What follows belongs to an exercise in optimizing a design on an open flow for small area, a short achievable clock period and few clock cycles; a production flow would make more cautious choices. At most, simulation tests tie the RTL to the original design; equivalence was not proved.

## v6
## ast_tensor_stream_sv
module ast_tensor_stream_sv #(
   parameter int DATAWIDTH = 14,
   parameter int SIZE      = 4,
   parameter int ACCWIDTH  = 2*DATAWIDTH+$clog2(SIZE)
) (
   input  logic                   clk,
   input  logic                   reset_n,
   input  logic                   cfg_valid,
   input  logic [$clog2(SIZE):0]  cfg_q,
   input  logic [$clog2(SIZE):0]  cfg_r,
   input  logic [$clog2(SIZE):0]  cfg_k,
   input  logic                   in_valid,
   output logic                   in_ready,
   input  logic                   in_set,
   input  logic [DATAWIDTH-1:0]   in_data,
   input  logic                   start,
   input  logic                   keep_b,
   input  logic                   relu,
   output logic                   out_valid,
   input  logic                   out_ready,
   output logic [DATAWIDTH-1:0]   out_data,
   output logic                   out_last,
   output logic                   busy,
   output logic                   done,
   output logic                   err
);
  ...
Size in the first run: ~4300 cells after synthesis, ~750 flip-flops, roughly 52 I/O pins, about 50000 sq um of cells after synthesis.
export LEC_CHECK = 0
export ABC_CLOCK_PERIOD_IN_PS = 5000
export CAP_MARGIN = 20
export CORE_MARGIN = 2
export CORE_UTILIZATION = 50
export CTS_CLUSTER_DIAMETER = 80
export CTS_CLUSTER_SIZE = 24
export PLACE_DENSITY = 0.75
export SLEW_MARGIN = 20
create_clock -name core_clock -period 10.0 [get_ports {clk}]
standard.sh (not shown) runs the stock make flow with config.mk's settings and CLKGATE_MAP_FILE= SYNTH_SCRIPT=/design/flow/synth_recipe.tcl, a recipe that flattens the netlist after the stock synthesis.
==> flow/flow/run.sh <==
#!/bin/bash
# Standard layout, with timing repair aiming further below the clock period.
set -e
export SETUP_SLACK_MARGIN=5.6
bash standard.sh > standard.log 2>&1
v6 did not stop at any stage, and its layout met the timing, DRC and antenna checks.
Testbench counts of v6, summed over its fixed seeds: cycles 15,315.
--- input diff v6..v7 ---
diff --git a/flow/design.v b/flow/design.v
--- a/flow/design.v
+++ b/flow/design.v
@@ -286,25 +286,25 @@
    logic [DATAWIDTH-1:0] ta [4];
    logic [6:0]           bn [4];
    logic [6:0]           b1 [4];
    logic [6:0]           b2 [4];
    always_ff @(posedge clk) begin
       for (int r = 0; r < 4; r++) begin
          ta[r] <= op_a[r];
          for (int k = 0; k < 7; k++) begin
             logic x2, x1, x0;
             x2 = op_b[r][2*k+1];
             x1 = op_b[r][2*k];
             x0 = (k == 0) ? 1'b0 : op_b[r][2*k-1];
-            bn[r][k] <= x2 && !(x1 && x0) && (CW'(r) < r_r);
+            bn[r][k] <= x2 && !(x1 && x0);
             b1[r][k] <= x1 ^ x0;
             b2[r][k] <= (x2 && !x1 && !x0) || (!x2 && x1 && x0);
          end
       end
    end
    logic [29:0] cs [3];
    logic tp1, tp2, tp3, tp4, tp5, tp6, tp7, tp8, tp9, tp10, tp11, tp12;
    logic tp13, tp14, tp15, tp16, tp17, tp18, tp19, tp20, tp21, tp22, tp23, tp24;
    logic tp25, tp26, tp27, tp28, tp29, tp30, tp31, tp32, tp33, tp34, tp35, tp36;
    logic tp37, tp38, tp39, tp40, tp41, tp42, tp43, tp44, tp45, tp46, tp47, tp48;
    logic tp49, tp50, tp51, tp52, tp53, tp54, tp55, tp56, tp57, tp58, tp59, tp60;
    logic tp61, tp62, tp63, tp64, tp65, tp66, tp67, tp68, tp69, tp70, tp71, tp72;
==> summary.txt <==
When v7 is measured against v6, its fmax turns out about 0.64% lower. Sort v7 and v6 by area of the multi-input gates, ascending, and v6 comes first. Any difference in number of multi-input logic gates between v7 and v6 is small enough to ignore. Number of logic stages on the critical path including buffering down 1 in v7 wrt v6. Higher area added between synthesis and finish was reported by v6, not v7. Delta (v7 minus v6): share of synthesized cell area in and, or, nand and nor gates roughly the same; count of inverters not on the clock network in the layout lost about 0.6%; worst-case hold slack has increased; die area about even.
Testbench counts of v7, summed over its fixed seeds: cycles 15,315.

========
ast_tensor_stream_sv with an RTL version that a note above also has.
Size: ~4300 cells after synthesis, ~750 flip-flops, ~52 I/O pins.
clock: 10.0 ns
lec_check: 0
abc_clock_period_in_ps: 5000
cap_margin: 20
core_margin: 2
core_utilization: 50
cts_cluster_diameter: 80
cts_cluster_size: 24
slew_margin: 20
Scripts as last shown in full above: flow/flow/run.sh
Testbench counts at the start, summed over its fixed seeds: cycles 15,315.
Rerun with:
--- a/flow/design.v
+++ b/flow/design.v
@@ -26,22 +26,18 @@
 );
    localparam int unsigned CW = $clog2(SIZE) + 1;
    localparam int unsigned NW = 2 * CW;
    logic [CW-1:0] q_r, r_r, k_r;
    logic [NW-1:0] a_cnt, b_cnt, a_need, b_need;
    logic          keep_r;
    logic          a_room, b_room;      
    logic          dims_ok, start_ok, accept, go, fin;
    logic [1:0]    ai, ar;              
-   assign a_need   = NW'(q_r) * NW'(r_r);
-   assign b_need   = NW'(r_r) * NW'(k_r);
-   assign dims_ok  = (q_r != '0) && (r_r != '0) && (k_r != '0) &&
-                     (q_r <= CW'(SIZE)) && (r_r <= CW'(SIZE)) && (k_r <= CW'(SIZE));
    assign start_ok = !cfg_valid && dims_ok && (a_cnt == a_need) && (b_cnt == b_need);
    assign in_ready = in_set ? b_room : a_room;
    assign accept   = in_valid && in_ready && !cfg_valid;
    assign go       = !busy && start && start_ok;
    assign fin      = out_valid && out_ready && out_last;
    logic [CW-1:0] q_n, r_n, k_n;
    logic [NW-1:0] a_cnt_n, b_cnt_n;
    logic          busy_n;
    always_comb begin
@@ -85,30 +81,39 @@
          a_room_n = a_room;
          b_room_n = b_room;
       end
    end
    always_ff @(posedge clk or negedge reset_n) begin
       if (!reset_n) begin
          q_r    <= '0;
          r_r    <= '0;
          k_r    <= '0;
+         a_need <= '0;
+         b_need <= '0;
+         dims_ok <= 1'b0;
          a_cnt  <= '0;
          b_cnt  <= '0;
          keep_r <= 1'b0;
          busy   <= 1'b0;
          done   <= 1'b0;
          err    <= 1'b0;
          a_room <= 1'b0;
          b_room <= 1'b0;
       end else begin
          q_r    <= q_n;
          r_r    <= r_n;
          k_r    <= k_n;
+         if (!busy && cfg_valid) begin
+            a_need  <= NW'(cfg_q) * NW'(cfg_r);
+            b_need  <= NW'(cfg_r) * NW'(cfg_k);
+            dims_ok <= (cfg_q != '0) && (cfg_r != '0) && (cfg_k != '0) &&
+                       (cfg_q <= CW'(SIZE)) && (cfg_r <= CW'(SIZE)) && (cfg_k <= CW'(SIZE));
+         end
          a_cnt  <= a_cnt_n;
          b_cnt  <= b_cnt_n;
          busy   <= busy_n;
          done   <= busy && fin;
          err    <= !busy && start && !start_ok;
          if (go) keep_r <= keep_b;
          a_room <= a_room_n;
          b_room <= b_room_n;
       end
@@ -1693,19 +1698,19 @@
    assign cs[1][28] = 1'b0;
    assign cs[2][28] = 1'b0;
    assign cs[0][29] = 1'b1;
    assign cs[1][29] = 1'b0;
    assign cs[2][29] = 1'b0;
    logic [29:0] ps [3];
    always_ff @(posedge clk) begin
       for (int r = 0; r < 3; r++) ps[r] <= cs[r];
    end
-   logic signed [29:0] psum;
+   logic [29:0] psum;
    always_comb begin
       psum = ps[0];
       for (int r = 1; r < 3; r++) psum = psum + ps[r];
    end
    logic [DATAWIDTH-1:0] res;
    always_comb begin
       if (psum[29:13] != {17{psum[29]}})
          res = psum[29] ? 14'h2000 : 14'h1fff;
       else
Effect: The new run passed the timing, DRC and antenna checks; count of clock-buffer cells in the layout grows by 2; register-to-register slack got worse by 0.08 ns; first-iteration DRC count grows by 0.67%; cell count shrinks by 0.38%; critical path depth shrinks by 1; cell area shrinks by 0.75%; wire length grows by 0.63%; synthesized area grows by 0.76%; worst hold slack got worse by 0.014 ns; setup slack got worse by 0.12 ns; via count shrinks by 0.31%.
For the second run of this note, only the layout was checked, not whether the RTL still works.

========
## the previous run
ast_tensor_stream_sv, a different RTL version from the one above (not shown whole).
Size in the first run: about 770 flip-flops, ~52 I/O pins, ~0.050 mm² of cells after synthesis.
==> flow/config.mk <==
export PLATFORM = sky130hd
export DESIGN_NAME = ast_tensor_stream_sv
export DESIGN_NICKNAME = ast_tensor_stream_sv
export VERILOG_FILES = /design/flow/design.v
export SDC_FILE = /design/flow/constraint.sdc
export NUM_CORES = 4
export LEC_CHECK = 0
export ABC_CLOCK_PERIOD_IN_PS = 5000
export CAP_MARGIN = 20
export CORE_MARGIN = 2
export CORE_UTILIZATION = 50
export CTS_CLUSTER_DIAMETER = 80
export CTS_CLUSTER_SIZE = 24
export PLACE_DENSITY = 0.75
export SLEW_MARGIN = 20
==> flow/constraint.sdc <==
create_clock -name core_clock -period 10.0 [get_ports {clk}]
set_input_delay 2.0000 -clock core_clock [delete_from_list [all_inputs] [get_ports {clk}]]
set_output_delay 2.0000 -clock core_clock [all_outputs]
set_load 0.01 [all_outputs]
Scripts as last shown in full above: flow/flow/run.sh
[inputs] the current run vs the previous run
--- a/flow/design.v
+++ b/flow/design.v
@@ -23,24 +23,28 @@
    output logic                   busy,
    output logic                   done,
    output logic                   err
 );
    localparam int unsigned CW = $clog2(SIZE) + 1;
    localparam int unsigned NW = 2 * CW;
    logic [CW-1:0] q_r, r_r, k_r;
    logic [NW-1:0] a_cnt, b_cnt, a_need, b_need;
    logic          keep_r;
    logic          a_room, b_room;      
    logic          dims_ok, start_ok, accept, go, fin;
    logic [1:0]    ai, ar;              
+   assign a_need   = NW'(q_r) * NW'(r_r);
+   assign b_need   = NW'(r_r) * NW'(k_r);
+   assign dims_ok  = (q_r != '0) && (r_r != '0) && (k_r != '0) &&
+                     (q_r <= CW'(SIZE)) && (r_r <= CW'(SIZE)) && (k_r <= CW'(SIZE));
    assign start_ok = !cfg_valid && dims_ok && (a_cnt == a_need) && (b_cnt == b_need);
    assign in_ready = in_set ? b_room : a_room;
    assign accept   = in_valid && in_ready && !cfg_valid;
    assign go       = !busy && start && start_ok;
    assign fin      = out_valid && out_ready && out_last;
    logic [CW-1:0] q_n, r_n, k_n;
    logic [NW-1:0] a_cnt_n, b_cnt_n;
    logic          busy_n;
    always_comb begin
       q_n = q_r; r_n = r_r; k_n = k_r;
       a_cnt_n = a_cnt; b_cnt_n = b_cnt;
       busy_n = busy;
@@ -78,45 +82,36 @@
          a_room_n = in_set ? a_room : a_more;
          b_room_n = in_set ? b_more : b_room;
       end else begin
          a_room_n = a_room;
          b_room_n = b_room;
       end
    end
    always_ff @(posedge clk or negedge reset_n) begin
       if (!reset_n) begin
          q_r    <= '0;
          r_r    <= '0;
          k_r    <= '0;
-         a_need <= '0;
-         b_need <= '0;
-         dims_ok <= 1'b0;
          a_cnt  <= '0;
          b_cnt  <= '0;
          keep_r <= 1'b0;
          busy   <= 1'b0;
          done   <= 1'b0;
          err    <= 1'b0;
          a_room <= 1'b0;
          b_room <= 1'b0;
       end else begin
          q_r    <= q_n;
          r_r    <= r_n;
          k_r    <= k_n;
-         if (!busy && cfg_valid) begin
-            a_need  <= NW'(cfg_q) * NW'(cfg_r);
-            b_need  <= NW'(cfg_r) * NW'(cfg_k);
-            dims_ok <= (cfg_q != '0) && (cfg_r != '0) && (cfg_k != '0) &&
-                       (cfg_q <= CW'(SIZE)) && (cfg_r <= CW'(SIZE)) && (cfg_k <= CW'(SIZE));
-         end
          a_cnt  <= a_cnt_n;
          b_cnt  <= b_cnt_n;
          busy   <= busy_n;
          done   <= busy && fin;
          err    <= !busy && start && !start_ok;
          if (go) keep_r <= keep_b;
          a_room <= a_room_n;
          b_room <= b_room_n;
       end
    end
    always_ff @(posedge clk) begin
       if (!busy && cfg_valid || busy && fin) begin
--- outcome ---
Share of the synthesized area in compound gates (AO/OA/AOI/OAI) (higher): the previous run
The clock tree skew after final layout of the current run was superior to that of the previous run.
Post-synth net total: the current run < the previous run
Global-route usage sits lower in the current run than in the previous run.
Testbench counts of the current run, summed over its fixed seeds: cycles 15,315.
No functional check of the RTL was part of the previous run.

-- what the ideal ports hide --
No port has a modelled driver above. Below, the same layouts with a new extraction and two added sets of constraints. Step 1 assumes that a clkbuf_16 drives the clock port and a buf_2 every other input. Step 2 also shifts input and output timing later by t, the mid clock arrival at the registers, as if the neighbouring blocks saw the same clock. a / b / c = no drivers / after step 1 / after step 2; a / b = the first two.
run	t (ns)	setup slack, ns	worst setup path after step 2
v6	0.720	5.619 / 5.557 / 5.067	input to register
v7	0.714	5.591 / 5.531 / 5.022	input to register
the first run of note 2	0.726	5.589 / 5.543 / 5.023	input to register
the second run of note 2	0.723	5.474 / 5.425 / 5.090	input to register
the previous run	0.718	5.471 / 5.424 / 5.098	input to register
the current run	0.730	5.627 / 5.582 / 5.149	input to register
After both steps every run listed still meets setup and hold. For v7, which loses most, drivers alone change the setup slack by -0.060 ns; drivers and shift together by -0.569 ns.
